What follows belongs to an exercise in optimizing a design on an open flow for small area, a short achievable clock period and few clock cycles; a production flow would make more cautious choices. At most, simulation tests tie the RTL to the original design; equivalence was not proved. No functional check of the RTL was part of runs 3 and 4. Power and IR drop assume default switching activity.

===== flow/design.v =====
package alu_operand_seq_pkg;
    localparam int DATA_W      = 32;
    localparam int REG_IDX_W   = 5;
    localparam int OP_W        = 5;
    localparam int IMM_W       = 16;
    localparam int NUM_REGS    = 32;
    localparam int NUM_OPS_DEF = 7;
    function automatic logic signed [DATA_W-1:0] sext_imm(input logic [IMM_W-1:0] imm);
        sext_imm = {{(DATA_W-IMM_W){imm[IMM_W-1]}}, imm};
    endfunction
endpackage
module alu_regfile
(
    input  logic                 clk,
    input  logic                 rst,
    input  logic                 i_we,
    input  logic [alu_operand_seq_pkg::REG_IDX_W-1:0] i_wa,
    input  logic [alu_operand_seq_pkg::DATA_W-1:0]    i_wd,
    output logic [alu_operand_seq_pkg::NUM_REGS-1:1][alu_operand_seq_pkg::DATA_W-1:0] o_regs
);
    localparam int N = alu_operand_seq_pkg::NUM_REGS;
    localparam int W = alu_operand_seq_pkg::DATA_W;
    logic [N-1:1][W-1:0] r_mem;
    logic [W-1:0] w_wd;
    logic [N-1:1] w_en;
    assign w_wd = i_wd & {W{~rst}};
    always_comb begin
        for (int i = 1; i < N; i++) begin
            w_en[i] = rst | (i_we && i_wa == 5'(i));
        end
    end
    always_ff @(posedge clk) begin
        for (int i = 1; i < N; i++) begin
            if (w_en[i]) r_mem[i] <= w_wd;
        end
    end
    assign o_regs = r_mem;
endmodule
module alu_rf_read_a
(
    input  logic [31:0][alu_operand_seq_pkg::DATA_W-1:0] i_data,
    input  logic [31:0][alu_operand_seq_pkg::DATA_W-1:0] i_sel,
    output logic [alu_operand_seq_pkg::DATA_W-1:0]       o_data
);
    localparam int W = alu_operand_seq_pkg::DATA_W;
    logic [3:0][W-1:0]  w_p;
    logic [1:0][W-1:0]  w_q_n;
    for (genvar j = 0; j < 4; j++) begin : g_grp
        alu_or8 u_grp (
            .i_data (i_data[8*j +: 8]),
            .i_sel  (i_sel[8*j +: 8]),
            .o_y    (w_p[j])
        );
    end
    for (genvar j = 0; j < 2; j++) begin : g_nor
        alu_nor2 u_nor (.i_a (w_p[2*j]), .i_b (w_p[2*j+1]), .o_y (w_q_n[j]));
    end
    alu_nand2 u_out (.i_a (w_q_n[0]), .i_b (w_q_n[1]), .o_y (o_data));
endmodule
module alu_or8
(
    input  logic [7:0][alu_operand_seq_pkg::DATA_W-1:0] i_data,
    input  logic [7:0][alu_operand_seq_pkg::DATA_W-1:0] i_sel,
    output logic [alu_operand_seq_pkg::DATA_W-1:0]      o_y
);
    always_comb begin
        o_y = '0;
        for (int k = 0; k < 8; k++) o_y = o_y | (i_data[k] & i_sel[k]);
    end
endmodule
module alu_rf_read_b
(
    input  logic [32:0][alu_operand_seq_pkg::DATA_W-1:0] i_data,
    input  logic [32:0]                                  i_sel,
    output logic [alu_operand_seq_pkg::DATA_W-1:0]       o_data
);
    localparam int W = alu_operand_seq_pkg::DATA_W;
    logic [10:0][W-1:0] w_n;
    logic [2:0][W-1:0]  w_p;
    for (genvar k = 0; k < 11; k++) begin : g_aoi
        alu_aoi222 u_aoi (
            .i_a (i_data[3*k]),   .i_sa (i_sel[3*k]),
            .i_b (i_data[3*k+1]), .i_sb (i_sel[3*k+1]),
            .i_c (i_data[3*k+2]), .i_sc (i_sel[3*k+2]),
            .o_y_n (w_n[k])
        );
    end
    alu_nand4 u_nand0 (.i_a (w_n[0]), .i_b (w_n[1]), .i_c (w_n[2]),  .i_d (w_n[3]), .o_y (w_p[0]));
    alu_nand4 u_nand1 (.i_a (w_n[4]), .i_b (w_n[5]), .i_c (w_n[6]),  .i_d (w_n[7]), .o_y (w_p[1]));
    alu_nand3 u_nand2 (.i_a (w_n[8]), .i_b (w_n[9]), .i_c (w_n[10]),                .o_y (w_p[2]));
    alu_or3   u_out   (.i_a (w_p[0]), .i_b (w_p[1]), .i_c (w_p[2]), .o_y (o_data));
endmodule
module alu_aoi222
(
    input  logic [alu_operand_seq_pkg::DATA_W-1:0] i_a,
    input  logic                                   i_sa,
    input  logic [alu_operand_seq_pkg::DATA_W-1:0] i_b,
    input  logic                                   i_sb,
    input  logic [alu_operand_seq_pkg::DATA_W-1:0] i_c,
    input  logic                                   i_sc,
    output logic [alu_operand_seq_pkg::DATA_W-1:0] o_y_n
);
    localparam int W = alu_operand_seq_pkg::DATA_W;
    assign o_y_n = ~((i_a & {W{i_sa}}) | (i_b & {W{i_sb}}) | (i_c & {W{i_sc}}));
endmodule
module alu_nand4
(
    input  logic [alu_operand_seq_pkg::DATA_W-1:0] i_a, i_b, i_c, i_d,
    output logic [alu_operand_seq_pkg::DATA_W-1:0] o_y
);
    assign o_y = ~(i_a & i_b & i_c & i_d);
endmodule
module alu_nand3
(
    input  logic [alu_operand_seq_pkg::DATA_W-1:0] i_a, i_b, i_c,
    output logic [alu_operand_seq_pkg::DATA_W-1:0] o_y
);
    assign o_y = ~(i_a & i_b & i_c);
endmodule
module alu_nand2
(
    input  logic [alu_operand_seq_pkg::DATA_W-1:0] i_a, i_b,
    output logic [alu_operand_seq_pkg::DATA_W-1:0] o_y
);
    assign o_y = ~(i_a & i_b);
endmodule
module alu_nor2
(
    input  logic [alu_operand_seq_pkg::DATA_W-1:0] i_a, i_b,
    output logic [alu_operand_seq_pkg::DATA_W-1:0] o_y
);
    assign o_y = ~(i_a | i_b);
endmodule
module alu_or3
(
    input  logic [alu_operand_seq_pkg::DATA_W-1:0] i_a, i_b, i_c,
    output logic [alu_operand_seq_pkg::DATA_W-1:0] o_y
);
    assign o_y = i_a | i_b | i_c;
endmodule
module alu_operand_seq
#(
    parameter int ALU_LAT = 1,
    parameter int NUM_OPS = alu_operand_seq_pkg::NUM_OPS_DEF
) (
    input  logic                 clk,
    input  logic                 rst,
    input  logic                 CMD_VALID,
    output logic                 CMD_READY,
    input  logic [alu_operand_seq_pkg::OP_W-1:0]      CMD_OP,
    input  logic [alu_operand_seq_pkg::REG_IDX_W-1:0] CMD_RS,
    input  logic [alu_operand_seq_pkg::REG_IDX_W-1:0] CMD_RT,
    input  logic [alu_operand_seq_pkg::REG_IDX_W-1:0] CMD_RD,
    input  logic                 CMD_USE_IMM,
    input  logic [alu_operand_seq_pkg::IMM_W-1:0]     CMD_IMM,
    output logic [alu_operand_seq_pkg::DATA_W-1:0]    ALU_A,
    output logic [alu_operand_seq_pkg::DATA_W-1:0]    ALU_B,
    output logic [alu_operand_seq_pkg::OP_W-1:0]      ALU_OP,
    input  logic [alu_operand_seq_pkg::DATA_W-1:0]    ALU_OUT,
    output logic                 DONE,
    output logic [alu_operand_seq_pkg::DATA_W-1:0]    RESULT,
    output logic                 ERR,
    input  logic [alu_operand_seq_pkg::REG_IDX_W-1:0] DBG_ADDR,
    output logic [alu_operand_seq_pkg::DATA_W-1:0]    DBG_DATA
);
    localparam int W = alu_operand_seq_pkg::DATA_W;
    localparam int N = alu_operand_seq_pkg::NUM_REGS;
    logic         w_accept;
    logic         w_fwd_a, w_fwd_b;
    logic         f_v, f_idle;
    logic [4:0]   f_op, f_rd;
    logic [4:0]   f_rs, f_rt;
    logic [N-1:1] w_rt_sel;
    logic         f_fwd_a, f_fwd_b;
    logic         f_ui;
    logic [15:0]  f_imm;
    logic         f_legal, f_we;
    logic         e_done, e_err, e_we;
    logic [4:0]   e_rd;
    logic [W-1:0] r_alu_a, r_alu_b;
    logic [4:0]   r_alu_op;
    logic [W-1:0] r_result;
    logic         r_done, r_err;
    logic [N-1:1][W-1:0] w_regs;
    logic [W-1:0] w_ra_data, w_rb_data;
    assign CMD_READY = !rst;
    assign w_accept  = CMD_VALID && !rst;
    assign f_legal   = int'(f_op) < NUM_OPS;
    assign f_we      = f_v && f_legal && (f_rd != '0);
    assign w_fwd_a   = f_we && f_rd == CMD_RS;
    assign w_fwd_b   = f_we && f_rd == CMD_RT && !CMD_USE_IMM;
    alu_regfile u_regfile (
        .clk    (clk),
        .rst    (rst),
        .i_we   (e_we),
        .i_wa   (e_rd),
        .i_wd   (ALU_OUT),
        .o_regs (w_regs)
    );
    localparam int SW = 8;
    logic [W/SW-1:0][N-1:1] w_ra_sel;
    logic [31:0][W-1:0]     w_ra_sel_bits;
    for (genvar g = 0; g < W / SW; g++) begin : g_sel_a
        alu_dbg_sel u_dbg_sel (
            .i_idle    (f_idle),
            .i_rs      (f_rs),
            .i_dbg_addr(DBG_ADDR),
            .o_sel     (w_ra_sel[g])
        );
    end
    always_comb begin
        for (int b = 0; b < W; b++) begin
            w_ra_sel_bits[0][b] = f_fwd_a;
            for (int i = 1; i < N; i++) w_ra_sel_bits[i][b] = w_ra_sel[b / SW][i];
        end
    end
    alu_rf_read_a u_read_a (
        .i_data ({w_regs, ALU_OUT}),
        .i_sel  (w_ra_sel_bits),
        .o_data (w_ra_data)
    );
    alu_rf_read_b u_read_b (
        .i_data ({alu_operand_seq_pkg::sext_imm(f_imm), ALU_OUT, w_regs}),
        .i_sel  ({f_ui, f_fwd_b, w_rt_sel}),
        .o_data (w_rb_data)
    );
    assign DBG_DATA = w_ra_data;
    always_comb begin
        for (int i = 1; i < N; i++) begin
            w_rt_sel[i] = f_rt == 5'(i);
        end
    end
    always_ff @(posedge clk) begin
        f_op  <= CMD_OP;
        f_rd  <= CMD_RD;
        f_ui  <= CMD_USE_IMM;
        f_imm <= CMD_IMM;
        f_rs  <= (w_accept && !w_fwd_a) ? CMD_RS : '0;
        f_rt  <= (!CMD_USE_IMM && !w_fwd_b) ? CMD_RT : '0;
        f_fwd_a <= w_accept && w_fwd_a;
        f_fwd_b <= w_fwd_b;
    end
    always_ff @(posedge clk) begin
        e_rd     <= f_rd;
        r_alu_op <= f_op;
        r_alu_a  <= w_ra_data;
        r_alu_b  <= w_rb_data;
        r_result <= ALU_OUT;
    end
    always_ff @(posedge clk) begin
        if (rst) begin
            f_v    <= 1'b0;
            f_idle <= 1'b1;
            e_done <= 1'b0;
            e_err  <= 1'b0;
            e_we   <= 1'b0;
            r_done <= 1'b0;
            r_err  <= 1'b0;
        end else begin
            f_v    <= CMD_VALID;
            f_idle <= !CMD_VALID;
            e_done <= f_v && f_legal;
            e_err  <= f_v && !f_legal;
            e_we   <= f_we;
            r_done <= e_done;
            r_err  <= e_err;
        end
    end
    assign ALU_A  = r_alu_a;
    assign ALU_B  = r_alu_b;
    assign ALU_OP = r_alu_op;
    assign RESULT = r_result;
    assign DONE   = r_done;
    assign ERR    = r_err;
endmodule
module alu_dbg_sel
(
    input  logic                 i_idle,
    input  logic [alu_operand_seq_pkg::REG_IDX_W-1:0] i_rs,
    input  logic [alu_operand_seq_pkg::REG_IDX_W-1:0] i_dbg_addr,
    output logic [alu_operand_seq_pkg::NUM_REGS-1:1]  o_sel
);
    logic [3:0] w_rs_lo, w_dbg_lo;
    logic [7:0] w_rs_hi, w_dbg_hi;
    alu_dec2            u_rs_lo  (                .i_a(i_rs[1:0]),       .o_sel(w_rs_lo));
    alu_dec3            u_rs_hi  (                .i_a(i_rs[4:2]),       .o_sel(w_rs_hi));
    alu_dec2            u_dbg_lo (                .i_a(i_dbg_addr[1:0]), .o_sel(w_dbg_lo));
    alu_dec3            u_dbg_hi (                .i_a(i_dbg_addr[4:2]), .o_sel(w_dbg_hi));
    always_comb begin
        for (int i = 1; i < alu_operand_seq_pkg::NUM_REGS; i++) begin
            o_sel[i] = (w_rs_lo[i % 4] && w_rs_hi[i / 4])
                    || (w_dbg_lo[i % 4] && w_dbg_hi[i / 4] && i_idle);
        end
    end
endmodule
module alu_dec2
(
    input  logic [1:0] i_a,
    output logic [3:0] o_sel
);
    always_comb for (int k = 0; k < 4; k++) o_sel[k] = i_a == 2'(k);
endmodule
module alu_dec3
(
    input  logic [2:0] i_a,
    output logic [7:0] o_sel
);
    always_comb for (int k = 0; k < 8; k++) o_sel[k] = i_a == 3'(k);
endmodule

===== flow/config.mk =====
export PLATFORM = sky130hd
export DESIGN_NAME = alu_operand_seq
export DESIGN_NICKNAME = alu_operand_seq
export VERILOG_FILES = /design/flow/design.v
export SDC_FILE = /design/flow/constraint.sdc
export NUM_CORES = 4
export LEC_CHECK = 0
export CAP_MARGIN = 20
export CORE_MARGIN = 2
export CORE_UTILIZATION = 62
export CTS_BUF_LIST = sky130_fd_sc_hd__clkbuf_8
export CTS_CLUSTER_DIAMETER = 60
export CTS_CLUSTER_SIZE = 16
export SETUP_SLACK_MARGIN = 2.5
export SLEW_MARGIN = 20
export SYNTH_HIERARCHICAL = 1

===== flow/flow/run.sh =====
#!/bin/bash
# The standard layout (the standard.sh: standard synthesis, then ORFS to
# finish) with these changes:
#  - ports are buffered with buf_2 instead of the delay-buffer cell that
#    buffer_ports picks by default;
#  - repair may resize cells to other footprints (MATCH_CELL_FOOTPRINT=0);
#  - clock tree synthesis inserts no dummy loads (the same arguments as
#    ORFS builds from config.mk, plus -dont_use_dummy_load).
# The full make output goes to flow_make.log in the work folder; ORFS keeps
# each step's log under orfs/logs/.
set -euo pipefail
bash standard.sh MATCH_CELL_FOOTPRINT=0 \
    "CTS_ARGS=-sink_clustering_enable -repair_clock_nets -sink_clustering_size 16 -sink_clustering_max_diameter 60 -buf_list sky130_fd_sc_hd__clkbuf_8 -dont_use_dummy_load" \
    "BUFFER_PORTS_ARGS=-buffer_cell sky130_fd_sc_hd__buf_2" \
    finish > flow_make.log 2>&1

===== flow/constraint.sdc =====
create_clock -name core_clock -period 6.0 [get_ports {clk}]
set_input_delay 1.2000 -clock core_clock [delete_from_list [all_inputs] [get_ports {clk}]]
set_output_delay 1.2000 -clock core_clock [all_outputs]
set_load 0.01 [all_outputs]

===== flow/standard.sh =====
#!/bin/bash
# synth_recipe.tcl (not shown) runs the flow's synth.tcl, then flattens the netlist and writes it again
# the make line also repeats each setting of config.mk as NAME=value (left out here)
make -C /OpenROAD-flow-scripts/flow DESIGN_CONFIG=/design/flow/config.mk WORK_HOME=/design/flow/orfs CLKGATE_MAP_FILE= SYNTH_SCRIPT=/design/flow/synth_recipe.tcl "${@:-finish}"

==> run_results.csv, run 1 <==
group,metric,value,unit
yosys,yosys.area.top_type_share,64.2,%
sta,period_needed,4140,ps
yosys,syn-num-nets,2988,
clocking,cts_sinks,1144,
critical_path,path_class,"input pin to output pin",
place,portBuffers,212,
die,initial_utilization,62.5,%
grt,track_usage,44.3,%
drt,antenna_left,0,
sta,hold_viol,0,
critical_path,r2r_end,"r_alu_b[4]$_DFF_P_",
sta,skew,73.6,ps
power_and_ir_drop,clkPwrFrac,24.6,%
critical_path,regToRegSetupSlack,2780,ps
sta,max_slew_margin,15.7,%
clocking,clk_pin_slew,90,ps
cells_and_area,n_fill_cell,4932,
sta,fin_crit_sh,68.9,%
drt,drcViolationCount,0,
power_and_ir_drop,leakagePower,18.0,nW
clocking,cts_root_buffer,"clkbuf_8",
worst_hold_path,holdCritStartpoint,"f_op[3]$_DFF_P_",
run,drv_cap,0,
cells_and_area,drive_gt1_share,28.6,%
place,hpwlAfterDp,105,mm
die,fp.dieArea,0.0771,sq mm
drt,dr.pass1.iters,13,
grt,grt_pass1_wl,244,mm
yosys,ys_types,48,
cells_and_area,syn2layout_area_growth,12.3,%
yosys,synthTopCellsByArea,"edfxtp_1, a22oi_1, a222oi_1",
worst_hold_path,hold-path-endpoint,"r_alu_op[3]$_DFF_P_",
die,coreArea,0.0743,sq mm
die,pin_count,213,
grt,grt_max_degree,63,
power_and_ir_drop,power.total,15.0,mW
sta,worstMarginPinSlew,1260,ps
power_and_ir_drop,pwr-share-comb,10.5,%
yosys,async_flop_share,0,%
grt,grt_overflow,0,
drt,num_vias,36600,
power_and_ir_drop,switching_power,3.87,mW
outcome,status,"complete, no violations",
sta,max_freq,242,MHz
yosys,ys_seq_elements,1144,
power_and_ir_drop,p_seq_share,65.0,%
critical_path,r2r-start,"f_rt[4]$_SDFF_PN0_",
cells_and_area,fin_nets,3328,
drt,routed_wl,177,mm
sta,drv_slew,0,
drt,drtIter0Drc,9394,
critical_path,path_max_fanout,8,
sta,setup_slack,1860,ps
worst_hold_path,min_path_cells,0,
worst_hold_path,hold_class,"register to register",
critical_path,critPathLaunchType,"input pin",
yosys,netlist_area,0.0464,sq mm
sta,setup_viol,0,
power_and_ir_drop,swShare,25.8,%
critical_path,crit_arrival,2940,ps
yosys,yosys_warnings,12,
yosys,syn_avg_cell_area,15.9,sq um
sta,tns,0,ps
critical_path,reg2regPathDepth,6,
die,dieHeight,278,um
drt,routedWlPerCell,41.8,um
yosys,syn_inst,2911,
clocking,clock_path_buffers,3,
die,dieWidth,278,um
clocking,cts_tree,"yes",
power_and_ir_drop,p_int,11.1,mW
grt,antenna_found_initial,7,
power_and_ir_drop,max-vdd-ir-drop,0.000240,V
critical_path,end_kind,"output pin",
yosys,ys.flop_type,"edfxtp_1",
sta,grt_setup_unrepaired,"yes",
die,fp-row-count,100,
critical_path,crit_required,4800,ps
power_and_ir_drop,power.density,287,mW/mm^2
yosys,synth-edff-count,992,
place,dp_slack,1220,ps
yosys,synth_seq_area_share,70.7,%
drt,via_per_inst,8.68,
yosys,post-synth-top-area-cell,"edfxtp_1",
clocking,cts_max_level,3,
grt,grt_pass1_vias,35200,
place,gp_congestion,0.978,
clocking,clkLatencyLatePin,750,ps
clocking,numCtsBuffers,86,
final cells by class:
type                       instances  area (sq um)  area share (%)
multi-input combinational       1606         13800            26.4
clock buffer                      86          1180            2.27
sequential                      1144         32900            63.0
antenna                            5          12.5          0.0240
tap                              969          1210            2.32
timing repair buffer             403          3090            5.93
inverter                          10          37.5          0.0720
per-stage QoR:
stage | hold WS [ps] | cells | util (%) | instance area, sq um
after floorplan | 331 | 2911 | - | 46500
after global placement | 336 | 4045 | 65.5 | 48600
after detailed placement | 341 | 4045 | 65.5 | 48700
after CTS | 357 | 4177 | 68.6 | 51000
after global routing | 363 | 4220 | 70.2 | 52200
final | 358 | 4223 | 70.2 | 52200
repair_timing:
item	CTS	global route
setup endpoints to repair	33	32
cloned	5	4
resized for setup	236	139
hold buffers	0	0
pin swaps	50	88
setup buffers	41	36
power groups by stage:
stage | logic (mW) | clock network (mW) | registers (mW)
2_1_floorplan | 0.619 | 0 | 9.79
3_3_place_gp | 1.31 | 0 | 9.85
3_5_place_dp | 1.33 | 0 | 9.87
4_1_cts | 1.43 | 3.66 | 9.68
5_1_grt | 1.60 | 3.92 | 9.76
6_report | 1.57 | 3.68 | 9.72
sequential cells by signal, indices dropped and copies added (netlist names), 5 cells and up:
signal / flops
f_rt: 5
f_rs: 5
f_imm: 16
r_alu_b: 32
r_alu_a: 32
f_op: 5
e_rd: 5
u_regfile.r_mem: 992
r_alu_op: 5
r_result: 32
f_rd: 5
cells in the final DEF (no fill, tap or decap), drive strengths merged, types with 2 or more instances in the layout:
cell,instances
and2b,8
nor3b,25
nand4,193
edfxtp,992
and3b,25
nand3,33
dfxtp,152
a22oi,512
a32o,124
xnor2,2
a31oi,5
diode,5
a311oi,6
clkbuf,95
buf,394
a31o,7
nor3,19
o21ai,15
a222oi,352
and4bb,3
nand2b,8
nor2,99
nor2b,44
nand2,45
nand4b,3
inv,10
and2,8
a21o,8
or3,35
and3,9
nand3b,2
xor2,8
modules after synthesis (local to each module, per instance), excerpt:
module / flops+latches / cells inside / times used / area [sq um]
alu_nand4: 0 / 32 / 2 / 200
alu_nand2: 0 / 32 / 1 / 120
alu_dbg_sel: 0 / 40 / 4 / 369
alu_nor2: 0 / 32 / 2 / 120
alu_dec2: 0 / 4 / 8 / 26.3
alu_nand3: 0 / 32 / 1 / 160
alu_regfile: 992 / 1086 / 1 / 30400
alu_operand_seq: 152 / 254 / 1 / 3610
alu_or8: 0 / 160 / 4 / 1160
alu_aoi222: 0 / 41 / 11 / 403
alu_dec3: 0 / 8 / 8 / 65.1
metal layers:
metal,global-route usage [%],vias up,routed length [um]
met3,14.7,890,29700
met1,57.0,17700,57200
li1,-,13800,-
met2,66.5,4250,77100
met5,0,-,36
met4,25.3,6,12400
cells by family after synthesis:
kind of cell	synth area share [%]
compound gates	19.2
xor+xnor	0.189
buf+inv	2.73
flops	70.7
simple gates	7.16
worst max-delay path by stage:
stage	to	slack (ps)	start	cells after the start
finish	DBG_DATA[1]	1860	DBG_ADDR[3]	9
global route	DBG_DATA[1]	1860	f_rs[4]$_SDFF_PN0_	9
CTS	DBG_DATA[26]	1960	f_rs[4]$_SDFF_PN0_	8
detailed placement	DBG_DATA[18]	1220	DBG_ADDR[2]	8
global placement	DBG_DATA[19]	1360	DBG_ADDR[2]	8
floorplan	u_regfile.r_mem[736]$_DFFE_PP_	2500	e_rd[1]$_DFF_P_	3
cell usage after synthesis, types with 2 or more instances:
cell      instances
edfxtp_1        992
a22oi_1         512
a222oi_1        352
nand4_1         193
dfxtp_1         152
a32o_1          124
nor2_1           99
buf_6            80
nand2_1          45
nor2b_1          44
buf_2            43
or3_1            35
nand3_1          33
nor3b_1          25
and3b_2          24
nor3_1           19
o21ai_0          15
buf_1            12
clkbuf_1         11
inv_1            10
and2_2            8
and2b_2           8
and3_2            8
nand2b_1          8
xor2_1            8
a311oi_1          6
a21o_2            5
a31o_2            5
a31oi_1           5
clkbuf_2          4
a21o_1            3
nand4b_1          3
a31o_1            2
and4bb_1          2
nand3b_1          2
xnor2_1           2
worst max-delay path, stage by stage:
cell	delay, ps
clkbuf_16	170
and3b_2	240
a32o_2	390
buf_4	180
a22oi_2	150
nand4_1	180
nor2_4	180
nand2_2	90
buf_2	150
Testbench counts, summed over its fixed seeds: cycles 12,016.
==> run 2: changes to the inputs <==
--- a/flow/config.mk
+++ b/flow/config.mk
@@ -12,5 +12,5 @@
 export CTS_CLUSTER_DIAMETER = 60
 export CTS_CLUSTER_SIZE = 16
-export SETUP_SLACK_MARGIN = 2.5
+export SETUP_SLACK_MARGIN = 2.0
 export SLEW_MARGIN = 20
 export SYNTH_HIERARCHICAL = 1
==> run 2 against run 1 <==
Largest power group unchanged. Core utilization shrank 0.31 points. Synthesized area is the same. Highest routed layer unchanged. Power is essentially flat. Sequential power is essentially flat. Count of clock-buffer cells in the layout grew 2. Die area is the same. Combinational power is essentially flat. Sequential share of layout area grew 0.27 points. Critical path depth shrank 1. Register-to-register slack lost 210 ps.
==> run_results.csv, run 2 <==
group,metric,value,unit
yosys,synthTopCellsByArea,"edfxtp_1, a22oi_1, a222oi_1",
yosys,yosys.area.top_type_share,64.2,%
critical_path,crit_chain,"clkbuf_16 > and3b_2 > a32o_2 > a22oi_2 > nand4_1 > nor2_2 > nand2_1 > buf_2",
yosys,async_flop_share,0,%
yosys,synth_seq_area_share,70.7,%
yosys,ys_seq_elements,1144,
die,coreArea,0.0743,sq mm
clocking,cts_tree,"yes",
yosys,synth-edff-count,992,
power_and_ir_drop,power.total,15.0,mW
grt,antenna_found_initial,6,
critical_path,crit_required,4800,ps
place,dpl.cell_count,4042,
critical_path,path_class,"input pin to output pin",
clocking,clock_path_buffers,3,
yosys,syn_inst,2911,
place,gp_congestion,1.01,
critical_path,reg2regPathDepth,6,
worst_hold_path,hold-path-endpoint,"r_alu_op[3]$_DFF_P_",
sta,skew,73.7,ps
cells_and_area,layout_common_cells,"edfxtp_1, a22oi_1, a222oi_1, buf_2, nand4_1",
yosys,syn_avg_cell_area,15.9,sq um
clocking,clkLatencyLatePin,760,ps
grt,grt_pass1_vias,35100,
cells_and_area,fin_cells,4192,
worst_hold_path,hold_class,"register to register",
grt,grt_pass1_wl,248,mm
cells_and_area,drive_gt1_share,27.0,%
drt,routedWlPerCell,43.1,um
yosys,ys.flop_type,"edfxtp_1",
cells_and_area,fin_area,0.0519,sq mm
die,dieHeight,278,um
place,portBuffers,212,
grt,grt_overflow,0,
cells_and_area,final_common_cell,"edfxtp_1",
sta,max_freq,243,MHz
critical_path,crit_path_start,"DBG_ADDR[3]",
die,dieWidth,278,um
sta,tns,0,ps
cells_and_area,largest_reg_flops,992,
cells_and_area,regMostFlops,"u_regfile.r_mem",
die,fp-row-count,100,
drt,num_vias,36600,
critical_path,critPathSlowestCell,"a32o_2",
grt,track_usage,45.3,%
power_and_ir_drop,leakagePower,17.8,nW
cells_and_area,fin_nets,3296,
yosys,ys_types,48,
drt,dr.pass1.iters,15,
cells_and_area,syn2layout_area_growth,11.9,%
clocking,cts_max_level,3,
place,place_area,0.0487,sq mm
critical_path,crit_arrival,2920,ps
sta,max_slew_margin,12.7,%
critical_path,max_stage_delay,360,ps
critical_path,r2r_end,"r_alu_b[1]$_DFF_P_",
yosys,syn-num-nets,2988,
sta,period_needed,4120,ps
cells_and_area,n_fill_cell,4923,
yosys,yosys_warnings,12,
sta,drv_slew,0,
clocking,clk_pin_slew,90,ps
power_and_ir_drop,power.density,288,mW/mm^2
die,fp.dieArea,0.0771,sq mm
critical_path,critPathLaunchType,"input pin",
worst_hold_path,min_path_cells,0,
clocking,cts-hold-fix-buffers,0,
drt,via_per_inst,8.73,
critical_path,path_max_fanout,8,
die,pin_count,213,
yosys,post-synth-top-area-cell,"edfxtp_1",
run,drv_cap,0,
drt,routed_wl,181,mm
yosys,yosysMostFrequentCell,"edfxtp_1",
grt,grt_max_degree,44,
drt,drcViolationCount,0,
sta,worstMarginPinSlew,1310,ps
worst_hold_path,holdCritStartpoint,"f_op[3]$_DFF_P_",
outcome,status,"complete, no violations",
sta,grt_setup_unrepaired,"yes",
yosys,ys_top_cells_by_count,"edfxtp_1, a22oi_1, a222oi_1, nand4_1, dfxtp_1",
clocking,cts_sinks,1144,
sta,timing.hold.ws,355,ps
critical_path,r2r-start,"f_rt[0]$_SDFF_PN0_",
power_and_ir_drop,max-vdd-ir-drop,0.000245,V
drt,antenna_left,0,
critical_path,regToRegSetupSlack,2570,ps
critical_path,end_kind,"output pin",
drt,drtIter0Drc,9406,
die,initial_utilization,62.5,%
clocking,numCtsBuffers,88,
yosys,netlist_area,0.0464,sq mm
sta,hold_viol,0,
clocking,cts_root_buffer,"clkbuf_8",
sta,setup_viol,0,
place,hpwlAfterDp,107,mm
sta,fin_crit_sh,68.7,%
run 2: per-layer routing:
| metal | track usage, % | vias up | routed length (um) |
|---|---|---|---|
| met1 | 58.9 | 17500 | 57600 |
| met2 | 66.7 | 4397 | 77600 |
| li1 | - | 13700 | - |
| met3 | 15.1 | 973 | 31300 |
| met5 | 0 | - | 13 |
| met4 | 26.7 | 2 | 14100 |
run 2: power by group:
group / internal (mW) / switching (mW)
sequential: 9.34 / 0.396
clock: 1.31 / 2.37
combinational: 0.465 / 1.08
total: 11.1 / 3.84
run 2: logic make-up (layout without fill, tap and decap cells):
group | after synthesis | count (layout) | share of synthesized area, %
xor gates and xnor gates | 10 | 10 | 0.189
buffers and inverters | 161 | 467 | 2.73
and+or+nand+nor | 564 | 564 | 7.16
AOI/OAI and AO/OA | 1032 | 1032 | 19.2
other | 0 | 6 | 0
DFF | 1144 | 1144 | 70.7
run 2: modules after synthesis (local to each module, per instance), a selection:
module | flops+latches | times used | area [sq um] | cells inside
alu_operand_seq | 152 | 1 | 3610 | 254
alu_or8 | 0 | 4 | 1160 | 160
alu_aoi222 | 0 | 11 | 403 | 41
alu_dbg_sel | 0 | 4 | 369 | 40
alu_nand4 | 0 | 2 | 200 | 32
alu_or3 | 0 | 1 | 200 | 32
alu_nand3 | 0 | 1 | 160 | 32
alu_nand2 | 0 | 1 | 120 | 32
alu_nor2 | 0 | 2 | 120 | 32
alu_dec3 | 0 | 8 | 65.1 | 8
alu_dec2 | 0 | 8 | 26.3 | 4
run 2: how the worst max path moves through the flow:
stage,to,slack (ps)
2_1_floorplan,DBG_DATA[0],2460
3_3_place_gp,DBG_DATA[17],1200
6_report,DBG_DATA[29],1880
3_5_place_dp,DBG_DATA[16],1190
4_1_cts,DBG_DATA[20],1970
5_1_grt,DBG_DATA[0],1870
run 2: per-stage QoR:
stage	utilization, %	setup WS [ps]
6_report	69.9	1880
5_1_grt	69.9	1870
2_1_floorplan	-	2460
3_5_place_dp	65.5	1190
4_1_cts	68.7	1970
3_3_place_gp	65.4	1200
run 2: worst max-delay path: cells and delay by family:
family,cells,cell delay (ps)
buffers and inverters,2,320
AOI/OAI and AO/OA,2,520
and+or+nand+nor,4,870
run 2: area by class of cell:
type | count | area, sq um | share of cell area, %
diodes | 6 | 15.0 | 0.0289
inverters | 10 | 37.5 | 0.0723
well taps | 969 | 1210 | 2.33
multi-input cells | 1606 | 13700 | 26.5
flip-flops and latches | 1144 | 32900 | 63.3
clock buffers | 88 | 1210 | 2.33
repair buffers | 369 | 2850 | 5.49
run 2: what timing repair did:
item                                    4_1_cts  5_1_grt
endpoints found under the setup margin       32       32
gates resized for setup                     237      124
pin swaps                                    60       87
cloned                                       10        1
setup buffers                                28       16
==> run 3: changes to the inputs <==
--- a/flow/design.v
+++ b/flow/design.v
@@ -21,19 +21,53 @@
     localparam int N = alu_operand_seq_pkg::NUM_REGS;
     localparam int W = alu_operand_seq_pkg::DATA_W;
-    logic [N-1:1][W-1:0] r_mem;
     logic [W-1:0] w_wd;
-    logic [N-1:1] w_en;
+    logic [N-1:1] w_en, w_en_n;
     assign w_wd = i_wd & {W{~rst}};
+    alu_rf_wdec u_wdec (
+        .rst    (rst),
+        .i_we   (i_we),
+        .i_wa   (i_wa),
+        .o_en   (w_en),
+        .o_en_n (w_en_n)
+    );
+    for (genvar i = 1; i < N; i++) begin : g_row
+        alu_rf_row u_row (
+            .clk    (clk),
+            .i_en   (w_en[i]),
+            .i_en_n (w_en_n[i]),
+            .i_wd   (w_wd),
+            .o_q    (o_regs[i])
+        );
+    end
+endmodule
+module alu_rf_wdec
+(
+    input  logic                 rst,
+    input  logic                 i_we,
+    input  logic [alu_operand_seq_pkg::REG_IDX_W-1:0] i_wa,
+    output logic [alu_operand_seq_pkg::NUM_REGS-1:1]  o_en,
+    output logic [alu_operand_seq_pkg::NUM_REGS-1:1]  o_en_n
+);
     always_comb begin
-        for (int i = 1; i < N; i++) begin
-            w_en[i] = rst | (i_we && i_wa == 5'(i));
+        for (int i = 1; i < alu_operand_seq_pkg::NUM_REGS; i++) begin
+            o_en[i]   = rst || (i_we && i_wa == 5'(i));
+            o_en_n[i] = !(rst || (i_we && i_wa == 5'(i)));
         end
     end
+endmodule
+module alu_rf_row
+(
+    input  logic                                   clk,
+    input  logic                                   i_en,
+    input  logic                                   i_en_n,
+    input  logic [alu_operand_seq_pkg::DATA_W-1:0] i_wd,
+    output logic [alu_operand_seq_pkg::DATA_W-1:0] o_q
+);
+    localparam int W = alu_operand_seq_pkg::DATA_W;
+    logic [W-1:0] r_q;
     always_ff @(posedge clk) begin
-        for (int i = 1; i < N; i++) begin
-            if (w_en[i]) r_mem[i] <= w_wd;
-        end
+        r_q <= (r_q & {W{i_en_n}}) | (i_wd & {W{i_en}});
     end
-    assign o_regs = r_mem;
+    assign o_q = r_q;
 endmodule
 module alu_rf_read_a
==> run 3 against run 2 <==
Synthesized area rose by 2.5%. Combinational power rose by 43%. Largest cell class is now multi-input combinational cells. Global-route usage rose by 7.9 points. Clock skew fell by 16 ps. Via count rose by 30%. Die area rose by 2.5%. Critical endpoint is now DBG_DATA[22]. Critical path type is now register to output pin. Wire length rose by 23%. Highest routed layer unchanged.
==> run_results.csv, run 3 <==
group,metric,value,unit
cells_and_area,drive_gt1_share,23.6,%
drt,antenna_left,0,
clocking,cts-hold-fix-buffers,0,
power_and_ir_drop,leakagePower,20.3,nW
cells_and_area,final_common_cell,"dfxtp_1",
sta,skew,57.8,ps
worst_hold_path,hold_class,"register to register",
clocking,clk_pin_slew,100,ps
cells_and_area,regMostFlops,"u_regfile.g_row.u_row.r_q",
sta,setup_slack,1740,ps
cells_and_area,layout_common_cells,"dfxtp_1, a22o_1, a22oi_1, a222oi_1, buf_2",
die,dieHeight,281,um
sta,worstMarginPinSlew,1300,ps
clocking,cts_max_level,3,
critical_path,crit_arrival,3060,ps
place,dp_slack,1050,ps
clocking,cts_sinks,1144,
yosys,synthTopCellsByArea,"dfxtp_1, a22o_1, a22oi_1",
yosys,synth-edff-count,0,
grt,grt_pass1_vias,45000,
critical_path,max_stage_delay,470,ps
yosys,ys_seq_elements,1144,
sta,setup_viol,0,
drt,num_vias,47500,
critical_path,path_max_fanout,9,
grt,grt_pass1_wl,310,mm
sta,fin_crit_sh,70.9,%
clocking,cts_tree,"yes",
yosys,yosys_warnings,13,
die,dieWidth,281,um
yosys,syn_avg_cell_area,11.5,sq um
critical_path,end_kind,"output pin",
grt,track_usage,53.2,%
cells_and_area,fin_nets,4325,
die,initial_utilization,62.7,%
outcome,status,"complete, no violations",
drt,routedWlPerCell,42.1,um
run,drv_cap,0,
drt,via_per_inst,8.98,
die,pin_count,213,
cells_and_area,post-route-util,67.6,%
clocking,numCtsBuffers,88,
sta,max_freq,235,MHz
yosys,syn-num-nets,4205,
power_and_ir_drop,power.density,290,mW/mm^2
yosys,async_flop_share,0,%
die,fp-row-count,101,
place,hpwlAfterDp,134,mm
critical_path,critPathSlowestCell,"dfxtp_4",
place,portBuffers,212,
critical_path,regToRegSetupSlack,2400,ps
yosys,synth_seq_area_share,48.1,%
yosys,netlist_area,0.0476,sq mm
cells_and_area,syn2layout_area_growth,7.78,%
sta,tns,0,ps
die,coreArea,0.0759,sq mm
critical_path,crit_family,"simple AND/OR/NAND/NOR gates",
drt,dr.pass1.iters,17,
yosys,syn_inst,4128,
drt,drtIter0Drc,13100,
critical_path,path_class,"register to output pin",
yosys,post-synth-top-area-cell,"dfxtp_1",
clocking,clkLatencyLatePin,770,ps
critical_path,critPathLaunchType,"register",
yosys,ys_types,48,
yosys,yosysMostFrequentCell,"dfxtp_1",
grt,grt_max_degree,66,
drt,drcViolationCount,0,
drt,routed_wl,223,mm
critical_path,cp_num_buf_inv,2,
yosys,ys_top_cells_by_count,"dfxtp_1, a22o_1, a22oi_1, a222oi_1, buf_6",
clocking,cts_root_buffer,"clkbuf_8",
place,place_area,0.0481,sq mm
cells_and_area,largest_reg_flops,992,
sta,hold_viol,0,
yosys,ys.flop_type,"dfxtp_1",
sta,drv_slew,0,
cells_and_area,fin_area,0.0513,sq mm
die,fp.dieArea,0.0790,sq mm
place,gp_congestion,1.16,
sta,period_needed,4260,ps
grt,grt_overflow,0,
grt,antenna_found_initial,18,
sta,max_slew_margin,13.0,%
critical_path,crit_required,4800,ps
sta,grt_setup_unrepaired,"yes",
power_and_ir_drop,max-vdd-ir-drop,0.000234,V
clocking,clock_path_buffers,3,
critical_path,crit_chain,"buf_12 > and3b_2 > a32o_2 > a22oi_1 > nand4_1 > nor2_4 > nand2_1 > buf_2",
yosys,yosys.area.top_type_share,48.1,%
==> run 3: metrics by stage <==
stage	cells	power [mW]	hold WS [ps]
floorplan	4128	10.0	331
global placement	5137	10.8	335
detailed placement	5137	10.9	346
CTS	5254	14.5	356
global route	5282	15.1	368
finish	5288	14.9	361
==> run 3: cell type report <==
class	count	area [sq um]
fillers	5812	24600
clock buffers	88	1210
flip-flops and latches	1144	22900
well taps	1030	1290
multi-input cells	2625	23000
inverters	7	26.3
diodes	12	30.0
repair buffers	382	2820
==> run 3: repair_timing <==
item / in CTS / in global routing
pin swaps: 52 / 76
setup endpoints to repair: 32 / 32
gates resized for setup: 260 / 131
setup buffers: 26 / 16
cloned: 3 / 6
==> run 3: worst reg2reg max path, stage by stage (launching register included) <==
cell and delay [ps]:
dfxtp_1 850, nor2b_1 930, a21o_1 1030, buf_4 520
a22o_2 200
==> run 3: cells by family after synthesis <==
group | after synthesis | share of synthesized area [%]
AOI/OAI and AO/OA | 2055 | 37.6
DFF | 1144 | 48.1
and+or+nand+nor | 560 | 6.94
buffers and inverters | 359 | 7.21
xor gates and xnor gates | 10 | 0.184
==> run 3: Yosys stat by module (local to each module, per instance), excerpt <==
module | area [sq um] | copies in the design
alu_operand_seq | 3610 | 1
alu_or8 | 1160 | 4
alu_rf_row | 991 | 31
alu_rf_wdec | 653 | 1
alu_aoi222 | 403 | 11
alu_dbg_sel | 369 | 4
alu_nand4 | 200 | 2
alu_nor2 | 120 | 2
==> run 3: final timing paths <==
check | from | end | depth (start not counted)
setup / recovery | f_rs[2]$_SDFF_PN0_ | DBG_DATA[22] | 8
hold / removal | f_op[4]$_DFF_P_ | r_alu_op[4]$_DFF_P_ | 0
setup reg to reg | e_rd[2]$_DFF_P_ | u_regfile.g_row[5].u_row.r_q[29]$_DFF_P_ | 4
hold reg to reg | f_op[4]$_DFF_P_ | r_alu_op[4]$_DFF_P_ | 0
==> run 3: report_power, final <==
part | internal, mW | switching (mW) | total, mW
Clock | 1.31 | 2.49 | 3.80
Sequential | 8.24 | 0.619 | 8.86
Combinational | 0.811 | 1.39 | 2.20
==> run 3: metal layers <==
metal  routed length, um  share of wire [%]  global-route usage, %  vias up
met5                 510               0.23                   4.25        -
met4               20500                9.2                   36.2       14
met3               42200                 19                   29.9     1595
met2               85500                 38                   71.8     5477
met1               73900                 33                   63.1    22500
li1                    -                  -                      -    17900
==> run 4: changes to the inputs <==
--- a/flow/flow/run.sh
+++ b/flow/flow/run.sh
@@ -2,5 +2,5 @@
 # The standard layout (the standard.sh: standard synthesis, then ORFS to
 # finish) with these changes:
-#  - ports are buffered with buf_2 instead of the delay-buffer cell that
+#  - ports are buffered with buf_1 instead of the delay-buffer cell that
 #    buffer_ports picks by default;
 #  - repair may resize cells to other footprints (MATCH_CELL_FOOTPRINT=0);
@@ -12,4 +12,4 @@
 bash standard.sh MATCH_CELL_FOOTPRINT=0 \
     "CTS_ARGS=-sink_clustering_enable -repair_clock_nets -sink_clustering_size 16 -sink_clustering_max_diameter 60 -buf_list sky130_fd_sc_hd__clkbuf_8 -dont_use_dummy_load" \
-    "BUFFER_PORTS_ARGS=-buffer_cell sky130_fd_sc_hd__buf_2" \
+    "BUFFER_PORTS_ARGS=-buffer_cell sky130_fd_sc_hd__buf_1" \
     finish > flow_make.log 2>&1
--- a/flow/config.mk
+++ b/flow/config.mk
@@ -12,5 +12,5 @@
 export CTS_CLUSTER_DIAMETER = 60
 export CTS_CLUSTER_SIZE = 16
-export SETUP_SLACK_MARGIN = 2.0
+export SETUP_SLACK_MARGIN = 2.5
 export SLEW_MARGIN = 20
 export SYNTH_HIERARCHICAL = 1
==> run 4 against run 3 <==
Clock power is 2% higher. Core utilization hardly changed. Critical path depth is 1 higher. Largest cell class unchanged. Highest routed layer unchanged.
==> run_results.csv, run 4 <==
group,metric,value,unit
yosys,yosys_warnings,13,
yosys,ys_seq_elements,1144,
place,hpwlAfterDp,133,mm
power_and_ir_drop,leakagePower,19.8,nW
yosys,synth_seq_area_share,48.1,%
yosys,yosysMostFrequentCell,"dfxtp_1",
clocking,clock_path_buffers,3,
power_and_ir_drop,power.density,290,mW/mm^2
grt,grt_overflow,0,
die,pin_count,213,
grt,track_usage,53.3,%
clocking,numCtsBuffers,91,
sta,hold_viol,0,
critical_path,critPathSlowestCell,"a32o_2",
yosys,synth_compound_area_share,37.6,%
drt,via_per_inst,8.72,
critical_path,max_stage_delay,490,ps
clocking,cts-hold-fix-buffers,0,
outcome,status,"complete, no violations",
power_and_ir_drop,max-vdd-ir-drop,0.000325,V
drt,routedWlPerCell,41.5,um
critical_path,cp_num_buf_inv,3,
yosys,syn_avg_cell_area,11.5,sq um
grt,grt_max_degree,47,
critical_path,r2r-start,"f_rt[2]$_SDFF_PN0_",
yosys,syn_inst,4128,
die,dieHeight,281,um
critical_path,critPathLaunchType,"input pin",
cells_and_area,regMostFlops,"u_regfile.g_row.u_row.r_q",
yosys,muxShareOfSynthArea,0,%
clocking,clk_pin_slew,100,ps
drt,routed_wl,221,mm
run,drv_cap,0,
clocking,cts_sinks,1144,
yosys,ys_top_cells_by_count,"dfxtp_1, a22o_1, a22oi_1, a222oi_1, buf_6",
die,fp.dieArea,0.0790,sq mm
sta,period_needed,4290,ps
yosys,synthAdderAreaFrac,0,%
critical_path,reg2regPathDepth,6,
worst_hold_path,min_path_cells,0,
sta,max_freq,233,MHz
critical_path,crit_chain,"buf_12 > buf_6 > nor3_1 > a32o_2 > a22oi_1 > nand4_1 > nor2_1 > nand2_1 > clkbuf_2",
critical_path,crit_path_start,"DBG_ADDR[3]",
die,initial_utilization,62.7,%
clocking,clkLatencyLatePin,790,ps
die,fp-row-count,101,
yosys,ys_types,48,
grt,grt_pass1_wl,305,mm
worst_hold_path,hold_class,"register to register",
yosys,yosys.area.top_type_share,48.1,%
sta,tns,0,ps
worst_hold_path,holdCritStartpoint,"f_op[0]$_DFF_P_",
sta,drv_slew,0,
clocking,cts_tree,"yes",
yosys,async_flop_share,0,%
yosys,ys.flop_type,"dfxtp_1",
sta,skew,79.2,ps
sta,fin_crit_sh,71.6,%
yosys,netlist_area,0.0476,sq mm
clocking,cts_max_level,3,
critical_path,crit_arrival,3090,ps
yosys,post-synth-top-area-cell,"dfxtp_1",
critical_path,cp.depth,9,
yosys,synthXorXnorAreaFrac,0.184,%
sta,max_slew_margin,9.68,%
critical_path,path_max_fanout,8,
yosys,yosys.area_share.simple,6.94,%
clocking,cts_root_buffer,"clkbuf_8",
sta,grt_setup_unrepaired,"yes",
yosys,synthTopCellsByArea,"dfxtp_1, a22o_1, a22oi_1",
cells_and_area,layout_common_cells,"dfxtp_1, a22o_1, a22oi_1, a222oi_1, nand4_1",
die,dieWidth,281,um
power_and_ir_drop,power.total,14.9,mW
grt,antenna_found_initial,11,
place,portBuffers,212,
sta,setup_viol,0,
critical_path,crit_required,4800,ps
grt,grt_pass1_vias,42600,
yosys,synth-edff-count,0,
cells_and_area,drive_gt1_share,19.8,%
sta,worstMarginPinSlew,1350,ps
die,coreArea,0.0759,sq mm
drt,num_vias,46300,
cells_and_area,final_common_cell,"dfxtp_1",
yosys,synth_top_family_by_area,"compound AO/OA/AOI/OAI gates",
critical_path,path_class,"input pin to output pin",
cells_and_area,fin_nets,4349,
cells_and_area,syn2layout_area_growth,7.79,%
drt,drtIter0Drc,11800,
critical_path,crit_family,"simple AND/OR/NAND/NOR gates",
drt,antenna_left,0,
place,gp_congestion,1.02,
cells_and_area,largest_reg_flops,992,
yosys,syn-num-nets,4205,
drt,dr.pass1.iters,17,
drt,drcViolationCount,0,
critical_path,end_kind,"output pin",
## run 4: power breakdown
group | switching, mW | total, mW | internal, mW
combinational | 1.39 | 2.18 | 0.783
clock | 2.51 | 3.87 | 1.36
sequential | 0.597 | 8.84 | 8.24
## run 4: modules after synthesis, one instance, submodules excluded, a selection
module	flops+latches	cells	area (sq um)
alu_aoi222	0	41	403
alu_or3	0	32	200
alu_nand3	0	32	160
alu_nand2	0	32	120
alu_nand4	0	32	200
alu_dec3	0	8	65.1
alu_dbg_sel	0	40	369
alu_rf_row	32	70	991
alu_rf_wdec	0	98	653
alu_regfile	0	35	223
## run 4: layout make-up
| class | instances | area (sq um) |
|---|---|---|
| fillers | 5926 | 24600 |
| repair buffers | 403 | 2720 |
| clock buffers | 91 | 1250 |
| inverters | 7 | 26.3 |
| flip-flops and latches | 1144 | 22900 |
| diodes | 10 | 25.0 |
| multi-input cells | 2625 | 23100 |
| well taps | 1030 | 1290 |
## run 4: repair_timing
| item | CTS | global route |
|---|---|---|
| gates resized for setup | 309 | 103 |
| setup endpoints to repair | 32 | 66 |
| cloned | 9 | 0 |
| buffers inserted | 29 | 12 |
| pin swaps | 100 | 69 |
## run 4: cells by family (layout without fill, tap and decap cells)
| kind of cell | count (synthesis) | after routing |
|---|---|---|
| AO/OA/AOI/OAI | 2055 | 2055 |
| flip-flops | 1144 | 1144 |
| AND/OR/NAND/NOR | 560 | 560 |
| buffers and inverters | 359 | 501 |
| XOR/XNOR | 10 | 10 |
| other | 0 | 10 |
## run 4: metal layers
metal  part of all wire, %  vias to the layer above  GRT usage (%)  wire, um
li1                      -                    17900              -         -
met4                   9.6                       22           40.0     21300
met3                    18                     1394           27.7     39300
met2                    38                     4920           71.1     84500
met1                    34                    22000           64.0     74800
met5                  0.31                        -           4.25       678
## run 4: path summary, 6_finish.rpt
path,to,slack [ps]
worst max-delay path,DBG_DATA[28],1710
worst min-delay path,r_alu_op[0]$_DFF_P_,350
worst max register to register,r_alu_b[1]$_DFF_P_,2370
worst min register to register,r_alu_op[0]$_DFF_P_,350
## run 4: stage by stage
step / utilization [%] / hold WS (ps) / cell area (sq um) / cells / worst slack (ps)
floorplan: - / 331 / 47600 / 4128 / 2500
global route: 67.6 / 357 / 51300 / 5304 / 1730
detailed placement: 63.4 / 339 / 48100 / 5158 / 962
finish: 67.6 / 346 / 51300 / 5310 / 1710
CTS: 66.8 / 349 / 50700 / 5287 / 1840
global placement: 63.3 / 335 / 48100 / 5158 / 1050

## port drivers added, routing unchanged
In the flow no input, the clock included, has a driving cell. The finished layouts below were timed again as built, in two steps. Step 1 sets driving cells, clkbuf_16 on the clock port and buf_2 on the other inputs (assumed; they add their load-dependent delay and slew). Step 2 adds t to the input delays and takes it off the output delays; t is the mean of the earliest and latest rising clock arrival at the registers after step 1. Input paths then give back, and output paths get back, about the clock's delay inside the block. Three values: ideal ports, drivers, drivers and shift; two values: the first two.
run	t (ns)	setup WS [ns]	worst hold slack (ns)	latest minus earliest clock arrival (ns)
run 1	0.788	1.864 / 1.580 / 1.580	0.358 / 0.358 / 0.358	0.091 / 0.091
run 2	0.799	1.877 / 1.535 / 1.535	0.355 / 0.355 / 0.355	0.084 / 0.085
run 3	0.807	1.744 / 1.505 / 1.505	0.361 / 0.361 / 0.361	0.068 / 0.068
run 4	0.820	1.706 / 1.649 / 1.649	0.346 / 0.346 / 0.346	0.087 / 0.087
After both steps setup and hold are still met in every run listed. The setup slack of run 2, which loses most, moves by -0.342 ns with the drivers and by -0.342 ns with both steps.
